Context: an optimization exercise on an open-source flow, tuned for small area, a short achievable clock period and few clock cycles per item. The choices shown serve that exercise and are no tape-out recipe. In this exercise RTL edits were held to simulation tests only and were not proved equivalent to the original. Power is estimated from default activity; no workload was simulated.

File: flow/constraint.sdc
create_clock -name core_clock -period 4.5 [get_ports {clk_net}]
set_input_delay 0.9000 -clock core_clock [delete_from_list [all_inputs] [get_ports {clk_net}]]
set_output_delay 0.9000 -clock core_clock [all_outputs]
set_load 0.01 [all_outputs]
File: flow/flow/run.sh
#!/bin/bash
cp standard.sh standard_sh.txt
cp synth_recipe.tcl synth_recipe_tcl.txt
export BUFFER_PORTS_ARGS="-buffer_cell sky130_fd_sc_hd__buf_1"
bash standard.sh > standard.log 2>&1
File: flow/standard.sh
#!/bin/bash
# synth_recipe.tcl (not shown) runs the flow's synth.tcl, then flattens the netlist and writes it again
# the make line also repeats each setting of config.mk as NAME=value (left out here)
make -C /OpenROAD-flow-scripts/flow DESIGN_CONFIG=/design/flow/config.mk WORK_HOME=/design/flow/orfs CLKGATE_MAP_FILE= SYNTH_SCRIPT=/design/flow/synth_recipe.tcl "${@:-finish}"
File: flow/config.mk
export PLATFORM = sky130hd
export DESIGN_NAME = pkt_match_top
export DESIGN_NICKNAME = pkt_match_top
export VERILOG_FILES = /design/flow/design.v
export SDC_FILE = /design/flow/constraint.sdc
export NUM_CORES = 4
export LEC_CHECK = 0
export ABC_AREA = 1
export CAP_MARGIN = 20
export CORE_MARGIN = 2
export CORE_UTILIZATION = 60
export CTS_CLUSTER_DIAMETER = 100
export CTS_CLUSTER_SIZE = 25
export SETUP_SLACK_MARGIN = 2.5
export SLEW_MARGIN = 20
File: flow/design.v
package pkt_match_pkg;
  typedef logic [3-1:0]              len_t;
  typedef logic [4-1:0]         word_off_t;
  typedef logic [$clog2(8)-1:0] byte_off_t;
  typedef logic [4-1:0]              buf_id_t;
  typedef logic [8*8-1:0]       data_t;
  typedef logic [4*8-1:0]       type_val_t;
  typedef struct packed {
    logic  sop;
    logic  eop;
    len_t  length;
    data_t data;
  } pkt_word_t;
  typedef struct packed {
    pkt_word_t word;
    logic      hit;
    buf_id_t   buffer;
  } tagged_word_t;
  typedef struct packed {
    logic      valid;
    word_off_t word_off;
    data_t     value;
    buf_id_t   buffer;
  } sym_entry_t;
  typedef enum logic {
    IDLE      = 1'b0,
    IN_PACKET = 1'b1
  } match_state_t;
endpackage
module word_matcher
(
  input  logic                                        clk_net,
  input  logic                                        rst,
  input  logic                                        accept,
  input  logic                                        a_load,
  input  logic                                        in_sop,
  input  logic                                        in_eop,
  input  logic [3-1:0]                        in_length,
  input  logic [8*8-1:0]                 in_data,
  input  logic [4-1:0]                   type_word,
  input  logic [$clog2(8)-1:0]           type_off,
  input  logic [4*8-1:0]                 type_value,
  input  logic [4-1:0]                  sym_valid,
  input  logic [4*4-1:0]   sym_word,
  input  logic [4*8*8-1:0] sym_value,
  input  logic [4*4-1:0]        sym_buffer,
  output logic                                        av,
  output logic                                        amv,
  output logic                                        bv,
  input  logic                                        bmv,
  input  logic                                        b_free,
  output logic                                        bload,
  output logic [2+3+8*8+1+4-1:0] tword
);
  localparam int OFF_W = 4;
  localparam int DW    = 8*8;
  localparam int NS    = 4;
  localparam int BW    = 4;
  logic                     sop_r, eop_r;
  logic [3-1:0]     len_r;
  logic [DW-1:0]            data_r;
  logic [OFF_W-1:0]         type_word_r;
  logic [4:0]               toh_r;
  logic [31:0]              type_value_r;
  logic [NS-1:0]            sym_valid_r;
  logic [NS*OFF_W-1:0]      sym_word_r;
  logic [NS*DW-1:0]         sym_value_r;
  logic [NS*BW-1:0]         sym_buffer_r;
  logic                     a_inpkt_r;
  logic [OFF_W-1:0]         a_noff_r;
  logic                     pw_r;
  logic                     ten_r;
  logic [NS-1:0]            sen_r;
  logic                     tseen_r, sseen_r;
  logic [BW-1:0]            buf_r;
  assign amv = av & (~pw_r | ~bv | bmv);
  always_ff @(posedge clk_net) begin
    if (rst) begin
      av <= 1'b0;
    end else if (accept) begin
      av <= 1'b1;
    end else if (amv) begin
      av <= 1'b0;
    end
  end
  always_ff @(posedge clk_net) begin
    if (a_load) begin
      sop_r  <= in_sop;
      eop_r  <= in_eop;
      len_r  <= in_length;
      data_r <= in_data;
    end
    if (accept && in_sop) begin
      type_word_r  <= type_word;
      for (int i = 0; i < 5; i++) toh_r[i] <= (type_off == 3'(i));
      type_value_r <= type_value;
      sym_valid_r  <= sym_valid;
      sym_word_r   <= sym_word;
      sym_value_r  <= sym_value;
      sym_buffer_r <= sym_buffer;
    end
  end
  logic             a_pw;
  logic [OFF_W-1:0] a_off;
  logic             a_len7;
  logic [OFF_W-1:0] a_tw;
  logic [4:0]       a_toh;
  logic             a_lenok;
  logic [NS-1:0]    a_sen;
  assign a_pw   = in_sop | a_inpkt_r;
  assign a_off  = in_sop ? '0 : a_noff_r;
  assign a_len7 = (in_length == 3'd7);
  always_comb begin
    for (int i = 0; i < 5; i++) a_toh[i] = in_sop ? (type_off == 3'(i)) : toh_r[i];
    a_tw = in_sop ? type_word : type_word_r;
    a_lenok = (a_toh[0] & (in_length[2] | (in_length[1] & in_length[0]))) |
              (a_toh[1] & in_length[2]) |
              (a_toh[2] & in_length[2] & (in_length[1] | in_length[0])) |
              (a_toh[3] & in_length[2] & in_length[1]) |
              (a_toh[4] & (&in_length));
    for (int k = 0; k < NS; k++) begin
      a_sen[k] = a_len7 & (in_sop ? (sym_valid[k] && sym_word[k*OFF_W +: OFF_W] == '0)
                                  : (sym_valid_r[k] && sym_word_r[k*OFF_W +: OFF_W] == a_off));
    end
  end
  always_ff @(posedge clk_net) begin
    if (rst) begin
      a_inpkt_r <= 1'b0;
    end else if (accept && a_pw) begin
      a_inpkt_r <= ~in_eop;
    end
  end
  always_ff @(posedge clk_net) begin
    if (a_load) begin
      pw_r  <= a_pw;
      ten_r <= (a_tw == a_off) & a_lenok;
      sen_r <= a_sen;
    end
    if (accept && a_pw) begin
      a_noff_r <= (a_off == '1) ? a_off : a_off + 1'b1;
    end
  end
  logic [31:0]      tsel;
  logic [3:0]       type_eq;
  always_comb begin
    tsel = '0;
    for (int i = 0; i < 5; i++) begin
      tsel = tsel | ({32{toh_r[i]}} & data_r[8*i +: 32]);
    end
    for (int h = 0; h < 4; h++) begin
      type_eq[h] = (tsel[8*h +: 8] == type_value_r[8*h +: 8]);
    end
  end
  localparam int NC = DW / 32;
  logic [NS*NC-1:0] sym_eq;
  always_comb begin
    for (int k = 0; k < NS; k++) begin
      for (int c = 0; c < NC; c++) begin
        sym_eq[k*NC + c] = (data_r[32*c +: 32] == sym_value_r[k*DW + 32*c +: 32]);
      end
    end
  end
  logic                     b_sop, b_eop;
  logic [3-1:0]     b_len;
  logic [DW-1:0]            b_data;
  logic                     b_ten;
  logic [3:0]               b_teq;
  logic [NS-1:0]            b_sen;
  logic [NS*NC-1:0]         b_eq;
  logic                     b_th;
  logic [NS-1:0]            b_hits;
  logic [NS*BW-1:0]         b_sbuf;
  logic                     b_sh;
  logic [BW-1:0]            b_buf;
  logic                     tacc, sacc, verdict;
  logic [BW-1:0]            bacc;
  assign bload = amv & pw_r;
  always_ff @(posedge clk_net) begin
    if (rst) begin
      bv <= 1'b0;
    end else if (bload) begin
      bv <= 1'b1;
    end else if (bmv) begin
      bv <= 1'b0;
    end
  end
  always_ff @(posedge clk_net) begin
    if (b_free) begin
      b_sop  <= sop_r;
      b_eop  <= eop_r;
      b_len  <= len_r;
      b_data <= data_r;
      b_ten  <= ten_r;
      b_teq  <= type_eq;
      b_sen  <= sen_r;
      b_eq   <= sym_eq;
      b_sbuf <= sym_buffer_r;
    end
  end
  always_comb begin
    b_th = b_ten & (&b_teq);
    for (int k = 0; k < NS; k++) b_hits[k] = b_sen[k] & (&b_eq[k*NC +: NC]);
  end
  always_comb begin
    b_sh  = 1'b0;
    b_buf = '0;
    for (int k = 0; k < NS; k++) begin
      if (b_hits[k]) begin
        b_sh  = 1'b1;
        b_buf = b_sbuf[k*BW +: BW];
      end
    end
  end
  assign tacc    = (~b_sop & tseen_r) | b_th;
  assign sacc    = (~b_sop & sseen_r) | b_sh;
  assign bacc    = b_sh ? b_buf : buf_r;
  assign verdict = b_eop & tacc & sacc;
  assign tword = {b_sop, b_eop, b_len, b_data, verdict, verdict ? bacc : {BW{1'b0}}};
  always_ff @(posedge clk_net) begin
    if (bmv) begin
      tseen_r <= tacc;
      sseen_r <= sacc;
      buf_r   <= bacc;
    end
  end
endmodule
module egress_stage
#(
  parameter int W = 2 + 3 + 8*8 + 1 + 4
)
(
  input  logic         clk_net,
  input  logic         rst,
  input  logic         out_rdy,
  output logic         out_vld,
  output logic [W-1:0] out_word,
  output logic         room,
  output logic         sk_vld,
  input  logic         push,
  input  logic [W-1:0] push_word
);
  logic [W-1:0] sk_word;
  logic         out_en;
  assign room   = ~sk_vld | out_rdy;
  assign out_en = ~out_vld | out_rdy;
  always_ff @(posedge clk_net) begin
    if (rst) begin
      out_vld <= 1'b0;
      sk_vld  <= 1'b0;
    end else begin
      if (out_en) begin
        out_vld <= sk_vld | push;
      end
      if (sk_vld) begin
        if (out_rdy) sk_vld <= push;
      end else begin
        sk_vld <= push & out_vld & ~out_rdy;
      end
    end
  end
  logic [W-1:0] out_next;
  assign out_next = ({W{out_en & sk_vld}} & sk_word) |
                    ({W{out_en & ~sk_vld}} & push_word) |
                    ({W{~out_en}} & out_word);
  always_ff @(posedge clk_net) begin
    out_word <= out_next;
    if (room) begin
      sk_word <= push_word;
    end
  end
endmodule
module pkt_match_top
(
  input  logic                                        clk_net,
  input  logic                                        rst,
  input  logic                                        in_vld,
  output logic                                        in_rdy,
  input  logic                                        in_sop,
  input  logic                                        in_eop,
  input  logic [3-1:0]                        in_length,
  input  logic [8*8-1:0]                 in_data,
  input  logic [4-1:0]                   type_word,
  input  logic [$clog2(8)-1:0]           type_off,
  input  logic [4*8-1:0]                 type_value,
  input  logic [4-1:0]                  sym_valid,
  input  logic [4*4-1:0]   sym_word,
  input  logic [4*8*8-1:0] sym_value,
  input  logic [4*4-1:0]        sym_buffer,
  input  logic                                        out_rdy,
  output logic                                        out_vld,
  output logic                                        out_sop,
  output logic                                        out_eop,
  output logic [3-1:0]                        out_length,
  output logic [8*8-1:0]                 out_data,
  output logic                                        out_hit,
  output logic [4-1:0]                        out_buffer
);
  localparam int W = 2 + 3 + 8*8 + 1 + 4;
  logic         rdy_r;
  logic         accept;
  logic         av, amv, bv, bmv, bload, room, sk_vld;
  logic [W-1:0] tword, out_word;
  logic         av_next, bv_next, sk_next, ov_next;
  logic         rdy_port_r;
  assign in_rdy = rdy_port_r;
  assign accept = in_vld & rdy_r;
  assign bmv    = bv & room;
  word_matcher u_matcher (
    .clk_net    (clk_net),
    .rst        (rst),
    .accept     (accept),
    .a_load     (rdy_r),
    .in_sop     (in_sop),
    .in_eop     (in_eop),
    .in_length  (in_length),
    .in_data    (in_data),
    .type_word  (type_word),
    .type_off   (type_off),
    .type_value (type_value),
    .sym_valid  (sym_valid),
    .sym_word   (sym_word),
    .sym_value  (sym_value),
    .sym_buffer (sym_buffer),
    .av         (av),
    .amv        (amv),
    .bv         (bv),
    .bmv        (bmv),
    .b_free     (~bv | room),
    .bload      (bload),
    .tword      (tword)
  );
  egress_stage #(.W(W)) u_egress (
    .clk_net   (clk_net),
    .rst       (rst),
    .out_rdy   (out_rdy),
    .out_vld   (out_vld),
    .out_word  (out_word),
    .room      (room),
    .sk_vld    (sk_vld),
    .push      (bmv),
    .push_word (tword)
  );
  assign av_next = accept | (av & ~amv);
  assign bv_next = bload | (bv & ~bmv);
  assign ov_next = (~out_vld | out_rdy) ? (sk_vld | bmv) : 1'b1;
  assign sk_next = sk_vld ? (~out_rdy | bmv) : (bmv & out_vld & ~out_rdy);
  always_ff @(posedge clk_net) begin
    if (rst) begin
      rdy_r      <= 1'b1;
      rdy_port_r <= 1'b1;
    end else begin
      rdy_r      <= ~(av_next & bv_next & sk_next);
      rdy_port_r <= ~(av_next & bv_next & sk_next & ov_next);
    end
  end
  assign {out_sop, out_eop, out_length, out_data, out_hit, out_buffer} = out_word;
endmodule
==> summary.txt, run 1 <==
combinational power share - 7.3%
H-tree lvl count - 1
post-route clock period utilization - 45.0%
met1 Use GR - 41.5%
Top Ports - 480
die height - 218 µm
Vias per Instance - 5.41
Synth-to-Final Area Change - 15.8%
CTS Buf Count - 30
Static Leak - 12.1 nW
dpl ws - 1520 ps
DRC - 0
yosys synthesis warning count - 3
Post-Syn Nets - 2699
fmax - 0.494 GHz
antenna violations before repair - 23
CP Class - flip-flop to output port
die area - 47600 µm²
Clk pwr share - 27.3%
Port Buffers - 479
status - no timing/DRC/antenna violations
CP startpoint kind - flip-flop
Worst path slowest cell - dfxtp_4
Root Buffer - clkbuf_16
Psw - 0.00250 W
cts hold-fix bufs - 0
Post-Synthesis Cells - 2294
Mapped Area - 27500 µm²
Synth Area per Inst - 12.0 µm²
layout cells sized above 1 - 10.9%
core area - 45300 µm²
Post-Synth Adder-Cell Area - 0.0455%
CTS clock-pin slew for the worst setup and hold paths - 100 ps
XOR/XNOR Fraction of Synth Area - 6.78%
number of global-route vias before repair - 17600
CTS tree - yes
nets@finish - 3182
CP Data Required Time - 3600 ps
DIE WIDTH - 218 µm
DR pass1 iterations - 5
global routing usage on met2 - 48.4%
post-route cell area - 31900 µm²
Max transition margin - 39.3%
Tot Pwr - 0.0113 W
mux contribution to synthesized area - 0%
Final HPWL DP - 49.9 mm
Layout Skew - 19.3 ps
crit path max fanout - 2
starting density of the core - 60.8%
Placer Congestion - 0.860
Slew @ Worst Pin - 911 ps
Skew-Pair Late Insertion Delay - 630 ps
routed wire length per instance - 21.3 µm
Crit path largest cell delay - 380 ps
Synth Area in Compound Gates - 1.56%
ANT nets after route - 0
Bufs on Longest Clock Path - 3
CP delay by family, top - flip-flops
PwrDens - 353 nW/µm²
GR met3 Demand/Resource - 5.51%
Final min period - 2020 ps
P_int - 0.00875 W
total global-route track usage - 29.8%
Synth Area in Simple Gates - 16.2%
crit path DAT - 1120 ps
CTS sink cnt - 675
number of cell rows - 78
max-slew violation count - 0
first-pass GRT wire length - 104 mm
HP Class - flip-flop to flip-flop
Final Hold Fails - 0
Final setup viols - 0
register area share after synthesis - 70.7%
GRT overflow - 0
cells along the critical path - buf_6
FF+latch count, synth - 675
max-cap viol count - 0
Setup WS post-layout - 2480 ps
pin count of the biggest net entering global routing - 97
Yosys cell types - 38
largest family of logic cells by synthesized area - simple AND/OR/NAND/NOR gates
final wirelength - 72.4 mm
Critical Path Sink Type - output port
sequential fraction of design power - 65.4%
cell area after placement - 29700 µm²
via count - 18400
DRT iter0 DRCs - 1832
switching part of the total power - 22.2%
Peak VDD IR - 0.000296 V
gr busiest metal - met2
RSZ-0062 raised after global routing - yes
worst path bufs/invs - 1
filler instances - 3321
==> state kept, by name, summed over array words and instances (netlist names), 5 cells and up <==
signal,cells
u_matcher.data_r,64
u_matcher.sym_buffer_r,16
u_matcher.sym_word_r,16
u_egress.out_word,74
u_matcher.b_eq,8
u_matcher.toh_r,5
u_egress.sk_word,74
u_matcher.type_value_r,32
u_matcher.b_sbuf,16
u_matcher.b_data,64
u_matcher.sym_value_r,256
==> layer usage <==
metal	wire (µm)	part of all wire [%]	up-vias
met2	34400	47	805
li1	-	-	8616
met1	29300	41	8864
met5	142	0.20	-
met4	1970	2.7	20
met3	6580	9.1	122
==> metrics by stage <==
step / setup TNS, ps / cells / hold WS [ps] / util (%)
2_1_floorplan: -628200 / 2294 / 400 / -
3_3_place_gp: 0 / 3279 / 403 / 65.4
3_5_place_dp: 0 / 3282 / 405 / 65.5
4_1_cts: 0 / 3375 / 397 / 69.8
5_1_grt: 0 / 3397 / 402 / 70.3
6_report: 0 / 3404 / 425 / 70.4
==> kinds of logic (layout without fill, tap and decap cells) <==
logic type	count (synthesis)	count (layout)
compound gates	71	71
xor+xnor	213	213
flops	675	675
other cells	0	14
simple gates	1055	1059
buf+inv	279	771
fa+ha+maj	1	1
==> final timing paths <==
check,startpoint,to,slack [ps],cells after the start
worst max-delay path,u_egress.out_word[29],out_data[24],2480,1
worst min-delay path,u_matcher.sym_buffer_r[5],u_matcher.b_sbuf[5],420,0
worst max register to register,u_matcher.data_r[37],u_matcher.b_eq[5],2570,6
worst min register to register,u_matcher.sym_buffer_r[5],u_matcher.b_sbuf[5],420,0
==> layout by cell type, fill, tap and decap left out, types with 4 or more instances in the layout <==
| master | n |
|---|---|
| a21oi_1 | 26 |
| a22o_1 | 4 |
| buf_1 | 403 |
| buf_12 | 6 |
| buf_4 | 55 |
| buf_6 | 79 |
| buf_8 | 4 |
| clkbuf_1 | 14 |
| clkbuf_16 | 32 |
| dfxtp_2 | 67 |
| dfxtp_4 | 11 |
| diode_2 | 14 |
| edfxtp_1 | 594 |
| inv_1 | 165 |
| inv_2 | 4 |
| nand2_1 | 638 |
| nand2_4 | 5 |
| nand2_8 | 4 |
| nand3_1 | 122 |
| nand4_1 | 69 |
| nor2_1 | 159 |
| nor2_2 | 4 |
| nor2_4 | 5 |
| nor3_1 | 21 |
| o211ai_1 | 4 |
| o21ai_0 | 8 |
| o21ai_1 | 8 |
| o21bai_1 | 13 |
| o22ai_1 | 5 |
| or2_1 | 10 |
| or2_2 | 10 |
| xnor2_1 | 172 |
| xor2_1 | 41 |
==> final cells by class <==
cell class / count / area, µm² / share of cell area (%)
flip-flops and latches: 675 / 19600 / 61.4
multi-input cells: 1344 / 6880 / 21.6
diodes: 14 / 35.0 / 0.110
well taps: 600 / 751 / 2.36
clock inverters: 1 / 16.3 / 0.0510
inverters: 174 / 672 / 2.11
clock buffers: 44 / 803 / 2.52
repair buffers: 552 / 3130 / 9.81
==> Yosys cell counts (all sizes together) <==
cell | instances | share of area, %
a21oi | 28 | 0.54
dfxtp | 81 | 5.9
buf | 93 | 2.2
a22o | 4 | 0.13
clkbuf | 12 | 0.17
o21ai | 16 | 0.29
o21bai | 13 | 0.35
nand4 | 69 | 1.6
or2 | 23 | 0.52
a221oi | 1 | 0.032
ha | 1 | 0.045
o22ai | 5 | 0.11
nor3 | 24 | 0.44
nand3 | 123 | 2.3
nand2 | 647 | 8.9
inv | 174 | 2.4
o211ai | 4 | 0.11
xor2 | 41 | 1.3
edfxtp | 594 | 65
xnor2 | 172 | 5.5
nor2 | 167 | 2.4
nor3b | 2 | 0.055
==> power groups by stage <==
stage | clock network, W | logic [W] | registers (W)
global route | 0.00333 | 0.000912 | 0.00738
detailed placement | 0 | 0.000678 | 0.00752
finish | 0.00307 | 0.000827 | 0.00736
CTS | 0.00312 | 0.000805 | 0.00736
global placement | 0 | 0.000650 | 0.00751
floorplan | 0 | 0.000464 | 0.00738
==> repair_timing <==
item                                    in CTS  in global routing
setup buffers                               45                 11
endpoints found under the setup margin     451                454
gates cloned                                 3                  4
gates resized for setup                    258                 16
pin swaps                                    2                  2
hold endpoints to repair                     0                  0
Testbench counts, summed over its fixed seeds: cycles 17,426, words 13,509.
==> run 2, diff against run 1 <==
--- a/flow/config.mk
+++ b/flow/config.mk
@@ -6,5 +6,4 @@
 export NUM_CORES = 4
 export LEC_CHECK = 0
-export ABC_AREA = 1
 export CAP_MARGIN = 20
 export CORE_MARGIN = 2
@@ -12,4 +11,4 @@
 export CTS_CLUSTER_DIAMETER = 100
 export CTS_CLUSTER_SIZE = 25
-export SETUP_SLACK_MARGIN = 2.5
+export SETUP_SLACK_MARGIN = 2.3
 export SLEW_MARGIN = 20
==> summary.txt, run 2 <==
Root Buffer - clkbuf_16
Cell Count, Final, Fillers Out - 2696
RSZ-0062 raised after global routing - no
ANT nets after route - 0
worst flop-to-flop path startpoint - u_matcher.data_r[17]
status - no timing/DRC/antenna violations
CP Data Required Time - 4930 ps
first-pass GRT wire length - 94.4 mm
Peak VDD IR - 0.000391 V
cts hold-fix bufs - 0
CTS sink cnt - 675
most common cell in the synthesized netlist - edfxtp_1
top flop regs - u_matcher.sym_value_r x256, u_egress.out_word x74, u_egress.sk_word x74
register area share after synthesis - 74.4%
H-tree lvl count - 1
Synth Flop Type - edfxtp_1
die height - 213 µm
Layout Skew - 23.8 ps
Post-Synthesis Cells - 1645
most frequent cells in the layout - edfxtp_1, buf_1, xor2_1, nand2_1, dfxtp_1
Skew-Pair Late Insertion Delay - 620 ps
FF+latch count, synth - 675
Final Hold Fails - 0
die area - 45300 µm²
Vias per Instance - 5.71
multi-input logic area - 6180 µm²
largest area contributor in the netlist - edfxtp_1
DR pass1 iterations - 9
pin count of the biggest net entering global routing - 77
number of cell rows - 76
Max transition margin - 43.8%
yosys synthesis warning count - 3
Mapped Area - 26200 µm²
Setup WS post-layout - 2350 ps
crit path max fanout - 8
Static Leak - 9.79 nW
Synth top area share - 68.2%
post-route clock period utilization - 47.9%
Final setup viols - 0
Post-Syn Nets - 2050
routed wire length per instance - 25.1 µm
CTS clock-pin slew for the worst setup and hold paths - 100 ps
dpl cells - 2614
Critical Path Start - u_matcher.data_r[17]
Port Buffers - 479
final wirelength - 67.6 mm
CTS tree - yes
Top reg by flops - u_matcher.sym_value_r
max-cap viol count - 0
DRT iter0 DRCs - 1321
DRC - 0
DIE WIDTH - 213 µm
nets@finish - 2474
most common cell after layout, fill and taps aside - edfxtp_1
core area - 43100 µm²
crit path DAT - 2580 ps
via count - 15400
CP Class - flip-flop to flip-flop
synth cell count leaders - edfxtp_1, xor2_1, nand2_1
Final min period - 2150 ps
dpl ws - 1700 ps
Final HPWL DP - 48.2 mm
Synth-to-Final Area Change - 12.4%
Critical Path Sink Type - flip-flop
Synth Area per Inst - 15.9 µm²
Slew @ Worst Pin - 843 ps
max reg flops - 256
number of synthesized flops with an enable pin - 594
total global-route track usage - 29.5%
Top Ports - 480
max-slew violation count - 0
CTS Buf Count - 30
HP Class - flip-flop to flip-flop
fmax - 0.464 GHz
ranking of synthesized cells by area - edfxtp_1, xor2_1, dfxtp_1, mux2i_1, nand2_1
layout cells sized above 1 - 3.68%
GRT overflow - 0
PwrDens - 377 nW/µm²
Yosys cell types - 43
Fin Setup TNS - 0 ps
Placer Congestion - 0.870
worst hold start - u_matcher.eop_r
flip-flop and latch area - 19500 µm²
number of global-route vias before repair - 14700
antenna violations before repair - 24
Bufs on Longest Clock Path - 3
starting density of the core - 60.8%
filler instances - 3135
CP startpoint kind - flip-flop
asr flop ratio synth - 0%
-- run 2: cell types whose count changed after synthesis, moves of 65 or more --
cell,before,now
nand2_1,641,109
xor2_1,41,265
inv_1,168,7
nor2_1,162,17
xnor2_1,172,44
nand3_1,122,21
mux2i_1,0,69
nor4_1,0,65
o21ai_0,9,74
-- run 2: logic make-up after synthesis --
| family | synth area share (%) |
|---|---|
| buffers and inverters | 2.17 |
| AND/OR/NAND/NOR | 5.90 |
| flip-flops | 74.4 |
| AO/OA/AOI/OAI | 4.50 |
| adder cells (fa/ha/maj) | 0.0478 |
| XOR/XNOR | 10.3 |
| multiplexers | 2.68 |
-- run 2: through the flow --
step                      hold WS (ps)  util, %  area (µm²)  total power, W
after floorplan                    400        -       26200         0.00774
after global placement             401     66.0       28400         0.00809
after detailed placement           405     66.0       28400         0.00811
after CTS                          414     68.1       29300          0.0111
after global routing               418     68.3       29400          0.0114
final                              430     68.3       29400          0.0111
-- run 2: area by class of cell --
type,count,share of cell area [%]
Timing Repair Buffer,506,7.14
Clock buffer,55,2.94
Inverter,7,0.102
Multi-Input combinational cell,848,21.0
Timing Repair inverter,1,0.0170
Antenna cell,19,0.162
Sequential cell,675,66.2
Tap cell,585,2.49
-- run 2: layer usage --
layer / vias to the layer above / GRT usage [%] / share of wire [%]
met5: - / 0 / 0.18
met4: 22 / 8.34 / 2.5
met3: 115 / 5.82 / 8.1
met2: 692 / 48.2 / 49
met1: 7586 / 40.6 / 40
li1: 6988 / - / -
-- run 2: worst paths after layout --
kind / endpoint / slack [ps] / cells after the start
hold reg to reg: u_matcher.b_eop / 430 / 0
setup / recovery: u_matcher.b_eq[2] / 2350 / 4
setup reg to reg: u_matcher.b_eq[2] / 2350 / 4
hold / removal: u_matcher.b_eop / 430 / 0
-- run 2: repair_timing --
item                                    in CTS  in global routing
endpoints found under the setup margin     342                 38
setup buffers                                0                  4
resized for setup                            0                  2
pin swaps                                    1                  1
cloned                                       2                  0
-- run 2: worst max-delay path, cell delays in order (launching register included) --
cell and delay (ps):
edfxtp_1 880, xor2_1 150, nor4_1 420, nand4_1 270, nor2_1 250
-- run 2: where the power goes --
group / internal, W / total [W] / switching (W)
registers: 0.00710 / 0.00737 / 0.000274
logic: 0.000277 / 0.000605 / 0.000327
clock network: 0.00131 / 0.00310 / 0.00179
total: 0.00868 / 0.0111 / 0.00240
==> run 3, diff against run 2 <==
--- a/flow/config.mk
+++ b/flow/config.mk
@@ -11,4 +11,4 @@
 export CTS_CLUSTER_DIAMETER = 100
 export CTS_CLUSTER_SIZE = 25
-export SETUP_SLACK_MARGIN = 2.3
+export SETUP_SLACK_MARGIN = 2.7
 export SLEW_MARGIN = 20
==> summary.txt, run 3 <==
status - no timing/DRC/antenna violations
nets@finish - 2655
DR pass1 iterations - 8
register area share after synthesis - 74.4%
Final HPWL DP - 47.5 mm
max-slew violation count - 0
Crit path largest cell delay - 380 ps
via count - 16600
sequential fraction of design power - 63.8%
Worst R2R Setup Slack - 2670 ps
Post-Syn Nets - 2050
Yosys cell types - 43
fmax - 0.497 GHz
Synth top area share - 68.2%
starting density of the core - 60.8%
CTS Buf Count - 30
Top Ports - 480
PwrDens - 355 nW/µm²
FF+latch count, synth - 675
number of cell rows - 76
layout cells sized above 1 - 19.8%
Slew @ Worst Pin - 706 ps
Vias per Instance - 5.79
Placer Congestion - 0.844
Top reg by flops - u_matcher.sym_value_r
most common cell in the synthesized netlist - edfxtp_1
Layout Skew - 12.0 ps
Peak VDD IR - 0.000338 V
H-tree lvl count - 1
number of global-route vias before repair - 15900
yosys synthesis warning count - 3
post-route cell area - 32100 µm²
Worst path slowest cell - dfxtp_4
Bufs on Longest Clock Path - 3
ANT nets after route - 0
GRT overflow - 0
top flop regs - u_matcher.sym_value_r x256, u_egress.out_word x74, u_egress.sk_word x74
CP startpoint kind - flip-flop
number of synthesized flops with an enable pin - 594
crit path DAT - 1110 ps
routed wire length per instance - 25.7 µm
Synth Flop Type - edfxtp_1
DRT iter0 DRCs - 2093
DRC - 0
worst path bufs/invs - 1
ranking of synthesized cells by area - edfxtp_1, xor2_1, dfxtp_1, mux2i_1, nand2_1
Critical Path Sink Type - output port
HP Class - flip-flop to flip-flop
pin count of the biggest net entering global routing - 78
CTS tree - yes
cell area after placement - 28400 µm²
Mapped Area - 26200 µm²
Port Buffers - 479
Psw - 0.00252 W
CTS sink cnt - 675
die area - 45300 µm²
crit path max fanout - 2
max reg flops - 256
antenna violations before repair - 22
cells along the critical path - buf_6
post-route clock period utilization - 44.7%
core area - 43100 µm²
cts hold-fix bufs - 0
most common cell after layout, fill and taps aside - edfxtp_1
Synth Area per Inst - 15.9 µm²
CP Data Required Time - 3600 ps
Final Hold Fails - 0
synth cell count leaders - edfxtp_1, xor2_1, nand2_1
die height - 213 µm
Fin Setup TNS - 0 ps
Clk pwr share - 27.6%
Final min period - 2010 ps
Max transition margin - 52.5%
switching part of the total power - 22.1%
CP Class - flip-flop to output port
Synth-to-Final Area Change - 22.6%
Post-Synthesis Cells - 1645
Static Leak - 11.2 nW
Root Buffer - clkbuf_16
total global-route track usage - 31.9%
CTS clock-pin slew for the worst setup and hold paths - 100 ps
DIE WIDTH - 213 µm
most frequent cells in the layout - edfxtp_1, buf_1, xor2_1, buf_4, nand2_1
Skew-Pair Late Insertion Delay - 610 ps
CP delay by family, top - flip-flops
RSZ-0062 raised after global routing - yes
max-cap viol count - 0
final wirelength - 73.9 mm
Final setup viols - 0
first-pass GRT wire length - 102 mm
P_int - 0.00888 W
asr flop ratio synth - 0%
largest area contributor in the netlist - edfxtp_1
combinational power share - 8.6%
==> run 3: per-stage QoR <==
step                power, W  std cells  util (%)  hold WS, ps  setup WS (ps)
floorplan            0.00774       1645         -          400            508
global placement     0.00809       2609      66.0          401           1380
detailed placement   0.00811       2609      66.0          407           1320
CTS                   0.0113       2816      73.1          418           2470
global route          0.0117       2867      74.5          420           2460
finish                0.0114       2873      74.5          431           2490
==> run 3: cell type report <==
cell class | count | area [µm²]
timing repair buffer | 685 | 4430
fill | 2757 | 11000
sequential | 675 | 19600
clock buffer | 56 | 870
multi-input combinational | 851 | 6430
tap | 585 | 732
inverter | 7 | 30.0
antenna | 14 | 35.0
==> run 3: routing by layer <==
layer / wire (µm) / global-route usage, % / vias up
met5: 129 / 0 / -
met4: 2760 / 11.2 / 20
met3: 6960 / 6.49 / 168
met2: 35300 / 50.8 / 920
met1: 28800 / 44.3 / 8175
li1: - / - / 7346
==> run 3: final timing paths <==
| kind | startpoint | endpoint | cells after the start |
|---|---|---|---|
| setup reg to reg | u_matcher.data_r[20] | u_matcher.b_teq[1] | 7 |
| setup / recovery | u_egress.out_word[39] | out_data[34] | 1 |
| hold / removal | u_matcher.sop_r | u_matcher.b_sop | 0 |
| hold reg to reg | u_matcher.sop_r | u_matcher.b_sop | 0 |
==> run 3: cell families after synthesis <==
| group | synth area share [%] |
|---|---|
| buffers and inverters | 2.17 |
| adders and majority gates | 0.0478 |
| xor gates and xnor gates | 10.3 |
| AOI/OAI and AO/OA | 4.50 |
| and+or+nand+nor | 5.90 |
| muxes | 2.68 |
| DFF | 74.4 |
==> run 3: power by group through the flow <==
stage | combinational, W | clock (W) | sequential, W
floorplan | 0.000385 | 0 | 0.00736
global route | 0.00104 | 0.00339 | 0.00730
finish | 0.000982 | 0.00314 | 0.00727
CTS | 0.000891 | 0.00317 | 0.00729
detailed placement | 0.000592 | 0 | 0.00752
global placement | 0.000576 | 0 | 0.00751
==> run 3: repair_timing <==
item | in CTS | in global routing
pin swaps | 17 | 46
endpoints found under the setup margin | 666 | 184
setup buffers | 147 | 43
resized for setup | 262 | 51
cloned | 4 | 0
==> run 4, diff against run 3 <==
--- a/flow/config.mk
+++ b/flow/config.mk
@@ -11,4 +11,4 @@
 export CTS_CLUSTER_DIAMETER = 100
 export CTS_CLUSTER_SIZE = 25
-export SETUP_SLACK_MARGIN = 2.7
+export SETUP_SLACK_MARGIN = 2.5
 export SLEW_MARGIN = 20
==> summary.txt, run 4 <==
Yosys cell types - 43
post-route clock period utilization - 44.9%
Vias per Instance - 5.71
Critical Path Start - u_matcher.data_r[8]
crit path DAT - 2440 ps
HP Class - flip-flop to flip-flop
filler instances - 2905
Critical Path Sink Type - flip-flop
Post-Syn Nets - 2050
H-tree lvl count - 1
Root Buffer - clkbuf_16
Final setup viols - 0
CP Data Required Time - 4920 ps
most common cell after layout, fill and taps aside - edfxtp_1
Worst Hold Margin - 426 ps
Peak VDD IR - 0.000345 V
ranking of synthesized cells by area - edfxtp_1, xor2_1, dfxtp_1, mux2i_1, nand2_1
via count - 15900
max-cap viol count - 0
Psw - 0.00244 W
Slew @ Worst Pin - 728 ps
die height - 213 µm
register area share after synthesis - 74.4%
CP Capture Point - u_matcher.b_eq[2]
CTS Buf Count - 30
worst flop-to-flop path startpoint - u_matcher.data_r[8]
post-route cell area - 31000 µm²
Fin Setup TNS - 0 ps
WHS Path Cells - 0
DIE WIDTH - 213 µm
Port Buffers - 479
Max transition margin - 51.4%
Mapped Area - 26200 µm²
RSZ-0062 raised after global routing - yes
crit path max fanout - 7
CP startpoint kind - flip-flop
ANT nets after route - 0
Final min period - 2020 ps
Synth-to-Final Area Change - 18.5%
status - no timing/DRC/antenna violations
cell area after placement - 28300 µm²
max reg flops - 256
core area - 43100 µm²
CTS tree - yes
P_int - 0.00881 W
synth cell count leaders - edfxtp_1, xor2_1, nand2_1
Clk pwr share - 27.7%
Top reg by flops - u_matcher.sym_value_r
Skew-Pair Late Insertion Delay - 630 ps
pin count of the biggest net entering global routing - 90
Final HPWL DP - 47.1 mm
cts hold-fix bufs - 0
max-slew violation count - 0
Reg2Reg Depth - 4
Bufs on Longest Clock Path - 3
Worst R2R Setup Slack - 2480 ps
antenna violations before repair - 18
Post-Synthesis Cells - 1645
Layout Skew - 29.9 ps
first-pass GRT wire length - 96.7 mm
GRT overflow - 0
number of synthesized flops with an enable pin - 594
CP Class - flip-flop to flip-flop
Top Ports - 480
number of cell rows - 76
layout cells sized above 1 - 15.2%
largest area contributor in the netlist - edfxtp_1
Static Leak - 10.7 nW
Synth Flop Type - edfxtp_1
yosys synthesis warning count - 3
CTS clock-pin slew for the worst setup and hold paths - 90 ps
Tot Pwr - 0.0113 W
die area - 45300 µm²
post-layout util - 72.0%
FF-to-FF End - u_matcher.b_eq[2]
routed wire length per instance - 25.2 µm
DR pass1 iterations - 7
PwrDens - 363 nW/µm²
combinational power share - 7.4%
most common cell in the synthesized netlist - edfxtp_1
switching part of the total power - 21.7%
top flop regs - u_matcher.sym_value_r x256, u_egress.out_word x74, u_egress.sk_word x74
Synth Area per Inst - 15.9 µm²
Final Hold Fails - 0
starting density of the core - 60.8%
CTS sink cnt - 675
total global-route track usage - 30.2%
final wirelength - 70.2 mm
nets@finish - 2571
Synth top area share - 68.2%
FF+latch count, synth - 675
Placer Congestion - 0.847
number of global-route vias before repair - 15000
sequential fraction of design power - 64.9%
fmax - 0.495 GHz
most frequent cells in the layout - edfxtp_1, buf_1, xor2_1, nand2_1, buf_4
DRT iter0 DRCs - 1852
DRC - 0
asr flop ratio synth - 0%
==> run 4: changes by cell type in the layout (fill, tap and decap cells not counted), sizes merged <==
cell	before	now
bufbuf	0	1
diode	14	12
nand2b	5	4
and3	9	8
buf	684	599
clkinvlp	1	4
nor2b	7	6
==> run 4: metal layers <==
metal  vias to the layer above  share of wire [%]  GRT usage, %
met5                         -               0.12             0
met4                        14                3.1          8.37
met3                       125                9.4          6.30
met2                       785                 47          48.2
met1                      7822                 40          42.5
li1                       7169                  -             -
==> run 4: what timing repair did <==
item / 4_1_cts / 5_1_grt
setup buffers: 57 / 51
cloned: 4 / 1
pin swaps: 1 / 0
endpoints found under the setup margin: 520 / 145
resized for setup: 167 / 71
endpoints found under the hold margin: 0 / 0
==> run 4: power by group through the flow <==
stage / Sequential (W) / Clock [W] / Combinational (W)
finish: 0.00731 / 0.00312 / 0.000828
global route: 0.00733 / 0.00337 / 0.000891
CTS: 0.00734 / 0.00316 / 0.000718
detailed placement: 0.00752 / 0 / 0.000579
global placement: 0.00752 / 0 / 0.000565
floorplan: 0.00736 / 0 / 0.000384
==> run 4: logic make-up after synthesis <==
| logic type | after synthesis | share of synthesized area, % |
|---|---|---|
| and+or+nand+nor | 293 | 5.90 |
| muxes | 70 | 2.68 |
| xor gates and xnor gates | 309 | 10.3 |
| DFF | 675 | 74.4 |
| buffers and inverters | 123 | 2.17 |
| adders and majority gates | 1 | 0.0478 |
| AOI/OAI and AO/OA | 174 | 4.50 |
==> run 4: how the worst min path moves through the flow <==
stage / slack (ps) / start / to
after floorplan: 400 / u_matcher.eop_r / u_matcher.b_eop
after global placement: 400 / u_matcher.len_r[1] / u_matcher.b_len[1]
after detailed placement: 400 / u_matcher.len_r[2] / u_matcher.b_len[2]
after CTS: 410 / sym_value[159] / u_matcher.sym_value_r[159]
after global routing: 410 / type_value[10] / u_matcher.type_value_r[10]
final: 430 / u_matcher.len_r[2] / u_matcher.b_len[2]
==> run 4: metrics by stage <==
| step | worst slack [ps] | cells |
|---|---|---|
| 4_1_cts | 2470 | 2723 |
| 2_1_floorplan | 508 | 1645 |
| 3_3_place_gp | 1460 | 2606 |
| 6_report | 2480 | 2787 |
| 5_1_grt | 2450 | 2782 |
| 3_5_place_dp | 1400 | 2606 |
==> run 4: final cells by class <==
class / count / area, µm² / share of cell area [%]
diodes: 12 / 30.0 / 0.0968
repair buffers: 601 / 3550 / 11.5
well taps: 585 / 732 / 2.36
multi-input cells: 848 / 6210 / 20.0
clock buffers: 56 / 870 / 2.80
inverters: 7 / 30.0 / 0.0968
flip-flops and latches: 675 / 19600 / 63.1
repair inverters: 3 / 22.5 / 0.0726
==> run 4: worst max-delay path: stages (launching register included) <==
cell and delay [ps]:
edfxtp_1 690, xor2_1 280, nor4_1 330, nand4_1 260, nor2_1 270
==> run 5, diff against run 4 <==
--- a/flow/design.v
+++ b/flow/design.v
@@ -33,5 +33,7 @@
   input  logic                                        rst,
   input  logic                                        accept,
+  input  logic                                        in_vld_sop,
   input  logic                                        a_load,
+  input  logic                                        a_hold,
   input  logic                                        in_sop,
   input  logic                                        in_eop,
@@ -84,14 +86,22 @@
     end
   end
+  localparam int AW = 2 + 3 + DW;
+  logic [AW-1:0] a_word_d;
+  logic          t_load;
+  logic [4:0]    toh_new, toh_d;
+  assign a_word_d = ({AW{a_load}} & {in_sop, in_eop, in_length, in_data}) |
+                    ({AW{a_hold}} & {sop_r, eop_r, len_r, data_r});
+  assign t_load   = accept & in_sop;
+  always_comb begin
+    for (int i = 0; i < 5; i++) toh_new[i] = (type_off == 3'(i));
+  end
+  assign toh_d    = ({5{t_load}} & toh_new) | ({5{~in_vld_sop | a_hold}} & toh_r);
+  always_ff @(posedge clk_net) begin
+    {sop_r, eop_r, len_r, data_r} <= a_word_d;
+    toh_r <= toh_d;
+  end
   always_ff @(posedge clk_net) begin
-    if (a_load) begin
-      sop_r  <= in_sop;
-      eop_r  <= in_eop;
-      len_r  <= in_length;
-      data_r <= in_data;
-    end
     if (accept && in_sop) begin
       type_word_r  <= type_word;
-      for (int i = 0; i < 5; i++) toh_r[i] <= (type_off == 3'(i));
       type_value_r <= type_value;
       sym_valid_r  <= sym_valid;
@@ -311,4 +321,6 @@
     .accept     (accept),
     .a_load     (rdy_r),
+    .a_hold     (av & bv & sk_vld),
+    .in_vld_sop (in_vld & in_sop),
     .in_sop     (in_sop),
     .in_eop     (in_eop),
--- a/flow/config.mk
+++ b/flow/config.mk
@@ -8,5 +8,5 @@
 export CAP_MARGIN = 20
 export CORE_MARGIN = 2
-export CORE_UTILIZATION = 60
+export CORE_UTILIZATION = 55
 export CTS_CLUSTER_DIAMETER = 100
 export CTS_CLUSTER_SIZE = 25
==> summary.txt, run 5 <==
CTS tree - yes
Worst R2R Setup Slack - 2450 ps
sequential fraction of design power - 65.0%
Worst path slowest cell - dfxtp_2
cells along the critical path - xor2_1 -> nor4_1 -> nand4_1 -> nor2_1
max reg flops - 256
number of synthesized flops with an enable pin - 520
nets@finish - 2572
Critical Path Sink Type - flip-flop
PwrDens - 373 nW/µm²
ANT nets after route - 0
Synth top area share - 59.7%
CTS clock-pin slew for the worst setup and hold paths - 100 ps
Synth Area in Simple Gates - 6.06%
worst hold start - u_matcher.sym_buffer_r[13]
Vias per Instance - 5.83
Placer Congestion - 0.864
Root Buffer - clkbuf_16
FF+latch count, synth - 675
Post-Synth Adder-Cell Area - 0.0478%
largest family of logic cells by synthesized area - XOR/XNOR gates
Top reg by flops - u_matcher.sym_value_r
combinational power share - 7.1%
Peak VDD IR - 0.000345 V
most frequent cells in the layout - edfxtp_1, buf_1, xor2_1, nand2_1, dfxtp_2
Static Leak - 10.3 nW
Worst Hold Margin - 439 ps
CP Class - flip-flop to flip-flop
layout cells sized above 1 - 13.1%
DR pass1 iterations - 8
Critical Path Start - u_matcher.data_r[57]
Bufs on Longest Clock Path - 3
cts hold-fix bufs - 0
Post-Syn Nets - 2152
Post-Synthesis Cells - 1747
routed wire length per instance - 26.0 µm
Mapped Area - 26200 µm²
CP delay by family, top - simple AND/OR/NAND/NOR gates
Reg2Reg Depth - 4
yosys synthesis warning count - 3
RSZ-0062 raised after global routing - yes
pin count of the biggest net entering global routing - 78
register area share after synthesis - 71.5%
WHS Endpoint - u_matcher.b_sbuf[13]
Synth Area in Compound Gates - 7.00%
Fin Setup TNS - 0 ps
Tot Pwr - 0.0113 W
Max transition margin - 50.4%
largest area contributor in the netlist - edfxtp_1
HP Class - flip-flop to flip-flop
number of global-route vias before repair - 16000
filler instances - 3527
Synth Flop Type - edfxtp_1
number of cell rows - 79
max-slew violation count - 0
top flop regs - u_matcher.sym_value_r x256, u_egress.out_word x74, u_egress.sk_word x74
asr flop ratio synth - 0%
GRT overflow - 0
Layout Skew - 19.2 ps
final wirelength - 73.0 mm
Port Buffers - 479
CP Data Required Time - 4860 ps
Synth Area per Inst - 15.0 µm²
post-route clock period utilization - 45.4%
first-pass GRT wire length - 104 mm
CP startpoint kind - flip-flop
Crit path largest cell delay - 570 ps
crit path DAT - 2410 ps
DRC - 0
Psw - 0.00255 W
Clk pwr share - 27.9%
worst path bufs/invs - 0
Slew @ Worst Pin - 743 ps
via count - 16400
most common cell after layout, fill and taps aside - edfxtp_1
CTS Buf Count - 30
most common cell in the synthesized netlist - edfxtp_1
max-cap viol count - 0
Skew-Pair Late Insertion Delay - 620 ps
switching part of the total power - 22.6%
synth cell count leaders - edfxtp_1, xor2_1, dfxtp_1
Final Hold Fails - 0
worst flop-to-flop path startpoint - u_matcher.data_r[57]
ranking of synthesized cells by area - edfxtp_1, dfxtp_1, xor2_1, mux2i_1, a22o_1
crit path max fanout - 7
die height - 222 µm
DRT iter0 DRCs - 2079
status - no timing/DRC/antenna violations
FF-to-FF End - u_matcher.b_eq[3]
fmax - 0.489 GHz
XOR/XNOR Fraction of Synth Area - 10.3%
CTS sink cnt - 675
H-tree lvl count - 1
Final min period - 2050 ps
P_int - 0.00873 W
die area - 49300 µm²
WHS Path Cells - 0
Yosys cell types - 49
Top Ports - 480
Final setup viols - 0
DIE WIDTH - 222 µm
antenna violations before repair - 21
mux contribution to synthesized area - 2.73%
core area - 46800 µm²
total global-route track usage - 28.8%
Final HPWL DP - 50.6 mm
starting density of the core - 56.0%
post-layout util - 64.7%
Synth-to-Final Area Change - 15.6%
run 5: cell count changes after synthesis, moves of 4 or more:
cell	before	now
dfxtp_1	81	155
edfxtp_1	594	520
a22o_1	0	70
clkbuf_1	74	85
buf_2	28	36
buf_6	8	3
nand2_1	109	114
nor2_1	17	21
o22a_1	0	4
o22a_2	4	0
xnor2_1	44	40
run 5: how the worst max path moves through the flow:
stage / to / cells past startpoint
after floorplan: u_matcher.toh_r[2] / 5
after global placement: u_matcher.b_data[50] / 5
after detailed placement: u_matcher.buf_r[2] / 4
after CTS: out_data[45] / 1
after global routing: u_matcher.b_eq[3] / 4
final: u_matcher.b_eq[3] / 4
run 5: power groups by stage:
stage          Combinational, W  Sequential (W)  Clock [W]
4_1_cts                0.000797         0.00732    0.00320
6_report               0.000804         0.00732    0.00315
2_1_floorplan          0.000519         0.00726          0
3_3_place_gp           0.000715         0.00743          0
5_1_grt                0.000878         0.00735    0.00342
3_5_place_dp           0.000733         0.00744          0
run 5: cell type report:
class / instances / area, µm² / share of cell area [%]
Sequential cell: 675 / 18900 / 62.5
Antenna cell: 13 / 32.5 / 0.108
Timing Repair Buffer: 517 / 2750 / 9.08
Inverter: 7 / 30.0 / 0.0993
Multi-Input combinational cell: 936 / 6910 / 22.8
Tap cell: 607 / 759 / 2.51
Clock buffer: 55 / 866 / 2.86
run 5: cell families (layout without fill, tap and decap cells):
group / count (synthesis) / after routing
buffers and inverters: 140 / 579
adder cells (fa/ha/maj): 1 / 1
other: 0 / 13
multiplexers: 71 / 71
XOR/XNOR: 307 / 307
AO/OA/AOI/OAI: 249 / 249
flip-flops: 675 / 675
AND/OR/NAND/NOR: 304 / 308
run 5: routing by layer:
layer  GRT usage (%)  vias to the layer above  share of wire [%]
met5               0                        -               0.18
met4            6.73                       20                2.4
met3            4.93                      103                7.6
met2            46.7                      758                 48
met1            40.9                     8137                 42
li1                -                     7353                  -
run 5: timing repair:
| action | CTS | global route |
|---|---|---|
| gates cloned | 3 | 1 |
| pin swaps | 2 | 1 |
| resized for setup | 277 | 22 |
| setup endpoints to repair | 323 | 237 |
| buffers inserted | 9 | 7 |
run 5: metrics by stage:
stage                     instance area, µm²  instances  worst slack [ps]
after floorplan                        26200       1747               505
after global placement                 28400       2722              1700
after detailed placement               28400       2722              1640
after CTS                              30100       2789              2450
after global routing                   30200       2805              2450
final                                  30200       2810              2450
Testbench counts of run 5, summed over its fixed seeds: cycles 17,426, words 13,509.
==> run 6, diff against run 5 <==
--- a/flow/config.mk
+++ b/flow/config.mk
@@ -11,4 +11,4 @@
 export CTS_CLUSTER_DIAMETER = 100
 export CTS_CLUSTER_SIZE = 25
-export SETUP_SLACK_MARGIN = 2.5
+export SETUP_SLACK_MARGIN = 2.7
 export SLEW_MARGIN = 20
==> summary.txt, run 6 <==
status - no timing/DRC/antenna violations
PwrDens - 369 nW/µm²
RSZ-0062 raised after global routing - yes
antenna violations before repair - 19
global routing usage on met2 - 46.7%
GR met3 Demand/Resource - 5.92%
Vias per Instance - 5.74
cells along the critical path - buf_6
Fin Setup TNS - 0 ps
final wirelength - 73.0 mm
worst path bufs/invs - 1
CP startpoint kind - flip-flop
Top reg by flops - u_matcher.sym_value_r
filler instances - 3478
HP Class - flip-flop to flip-flop
Synth Area in Compound Gates - 7.00%
number of global-route vias before repair - 16000
via count - 16200
Root Buffer - clkbuf_16
Yosys cell types - 49
DRC - 0
Post-Synthesis Cells - 1747
Bufs on Longest Clock Path - 3
starting density of the core - 56.0%
H-tree lvl count - 1
Static Leak - 10.4 nW
Slew @ Worst Pin - 695 ps
Worst path slowest cell - dfxtp_4
Final Hold Fails - 0
Skew-Pair Late Insertion Delay - 610 ps
CTS tree - yes
nets@finish - 2584
die height - 222 µm
Placer Congestion - 0.866
Top Ports - 480
CTS sink cnt - 675
CTS clock-pin slew for the worst setup and hold paths - 100 ps
Post-Syn Nets - 2152
CTS Buf Count - 30
Mapped Area - 26200 µm²
Peak VDD IR - 0.000295 V
met1 Use GR - 40.2%
routed wire length per instance - 25.9 µm
worst flop-to-flop path startpoint - u_matcher.data_r[42]
number of synthesized flops with an enable pin - 520
asr flop ratio synth - 0%
Synth Area per Inst - 15.0 µm²
DR pass1 iterations - 9
mux contribution to synthesized area - 2.73%
worst hold start - u_matcher.sym_buffer_r[10]
number of cell rows - 79
Synth top area share - 59.7%
largest area contributor in the netlist - edfxtp_1
pin count of the biggest net entering global routing - 78
FF+latch count, synth - 675
multi-input logic area - 6960 µm²
cts hold-fix bufs - 0
ranking of synthesized cells by area - edfxtp_1, dfxtp_1, xor2_1, mux2i_1, a22o_1
DRT iter0 DRCs - 1580
Layout Skew - 11.9 ps
Cell Count, Final, Fillers Out - 2821
max-slew violation count - 0
DIE WIDTH - 222 µm
max reg flops - 256
layout cells sized above 1 - 15.0%
post-route clock period utilization - 44.8%
Final HPWL DP - 50.8 mm
most common cell in the synthesized netlist - edfxtp_1
Max transition margin - 53.7%
CP delay by family, top - flip-flops
CP Data Required Time - 3600 ps
most frequent cells in the layout - edfxtp_1, buf_1, xor2_1, nand2_1, dfxtp_2
yosys synthesis warning count - 3
register area share after synthesis - 71.5%
Synth Area in Simple Gates - 6.06%
GRT overflow - 0
most common cell after layout, fill and taps aside - edfxtp_1
Critical Path Start - u_egress.out_word[55]
total global-route track usage - 29.1%
fmax - 0.496 GHz
Port Buffers - 479
core area - 46800 µm²
Critical Path Sink Type - output port
Synth Flop Type - edfxtp_1
gr busiest metal - met2
top flop regs - u_matcher.sym_value_r x256, u_egress.out_word x74, u_egress.sk_word x74
Post-Synth Adder-Cell Area - 0.0478%
Crit path largest cell delay - 380 ps
Final setup viols - 0
Final min period - 2020 ps
crit path DAT - 1120 ps
die area - 49300 µm²
max-cap viol count - 0
flip-flop and latch area - 19000 µm²
crit path max fanout - 2
ANT nets after route - 0
first-pass GRT wire length - 104 mm
synth cell count leaders - edfxtp_1, xor2_1, dfxtp_1
XOR/XNOR Fraction of Synth Area - 10.3%
dpl cells - 2725
CP Class - flip-flop to output port
largest family of logic cells by synthesized area - XOR/XNOR gates
Synth-to-Final Area Change - 16.8%
run 6: cell counts after synthesis:
Identical to the previous run, type by type.
run 6: metal layers:
metal	share of wire [%]	up-vias
li1	-	7388
met1	41	7909
met3	8.3	139
met5	0.17	-
met2	47	725
met4	3.4	18
run 6: cell type report:
cell class,count,area share (%)
flip-flops and latches,675,62.1
multi-input cells,936,22.8
repair buffers,529,9.63
clock buffers,56,2.85
well taps,607,2.48
inverters,7,0.0983
diodes,11,0.0901
run 6: final timing paths:
check                           cells after the start              endpoint  slack [ps]
worst max register to register                      4     u_matcher.b_eq[1]        2730
worst max-delay path                                1          out_data[50]        2480
worst min-delay path                                0  u_matcher.b_sbuf[10]         440
worst min register to register                      0  u_matcher.b_sbuf[10]         440
run 6: stage by stage:
stage	cell area, µm²	power [W]	hold slack, ps	worst slack, ps	utilization, %
2_1_floorplan	26200	0.00778	400	505	-
3_3_place_gp	28500	0.00816	405	1530	60.9
3_5_place_dp	28500	0.00819	405	1480	60.9
4_1_cts	30300	0.0114	415	2450	64.8
5_1_grt	30500	0.0117	420	2450	65.3
6_report	30600	0.0113	440	2480	65.4
run 6: kinds of logic (layout without fill, tap and decap cells):
kind of cell               count (synthesis)  count (layout)
AOI/OAI and AO/OA                        249             249
buffers and inverters                    140             592
and+or+nand+nor                          304             308
muxes                                     71              71
other                                      0              11
DFF                                      675             675
xor gates and xnor gates                 307             307
adders and majority gates                  1               1
run 6: what timing repair did:
item / in CTS / in global routing
pin swaps: 2 / 4
resized for setup: 327 / 37
endpoints found under the setup margin: 709 / 212
buffers inserted: 11 / 14
gates cloned: 4 / 0
run 6: report_power, final:
part	internal (W)	total, W	leakage, nW	switching [W]
Combinational	0.000425	0.000845	3.58	0.000420
Clock	0.00131	0.00314	0.412	0.00183
Sequential	0.00700	0.00731	6.45	0.000304
Total	0.00874	0.0113	10.4	0.00255

[afterwards: timing with drivers on the ports]
The results above use ideal ports. As a check the final layouts listed here were re-extracted and re-timed, cells and wires unchanged. Step 1 assumes that a clkbuf_16 drives the clock port and a buf_2 every other input. Step 2, shift: input delay + t, output delay - t, t = (earliest + latest rising clock arrival at the registers) / 2. This alone moves slack from input paths to output paths. a / b / c = no drivers / after step 1 / after step 2; a / b = the first two.
run | shift t [ns] | setup slack, ns | latest minus earliest clock arrival (ns) | cell pins on the clock port's net
run 1 | 0.682 | 2.475 / 2.413 / 1.951 | 0.023 / 0.023 | 1
run 2 | 0.665 | 2.345 / 2.288 / 1.777 | 0.028 / 0.027 | 1
run 3 | 0.667 | 2.489 / 2.431 / 2.058 | 0.015 / 0.014 | 1
run 4 | 0.668 | 2.478 / 2.444 / 1.931 | 0.031 / 0.032 | 1
run 5 | 0.673 | 2.455 / 2.415 / 1.831 | 0.021 / 0.021 | 1
run 6 | 0.669 | 2.485 / 2.424 / 2.062 | 0.016 / 0.015 | 1
After both steps setup and hold are still met in every run listed. For run 5, which loses most, drivers alone change the setup slack by -0.040 ns; drivers and shift together by -0.624 ns.
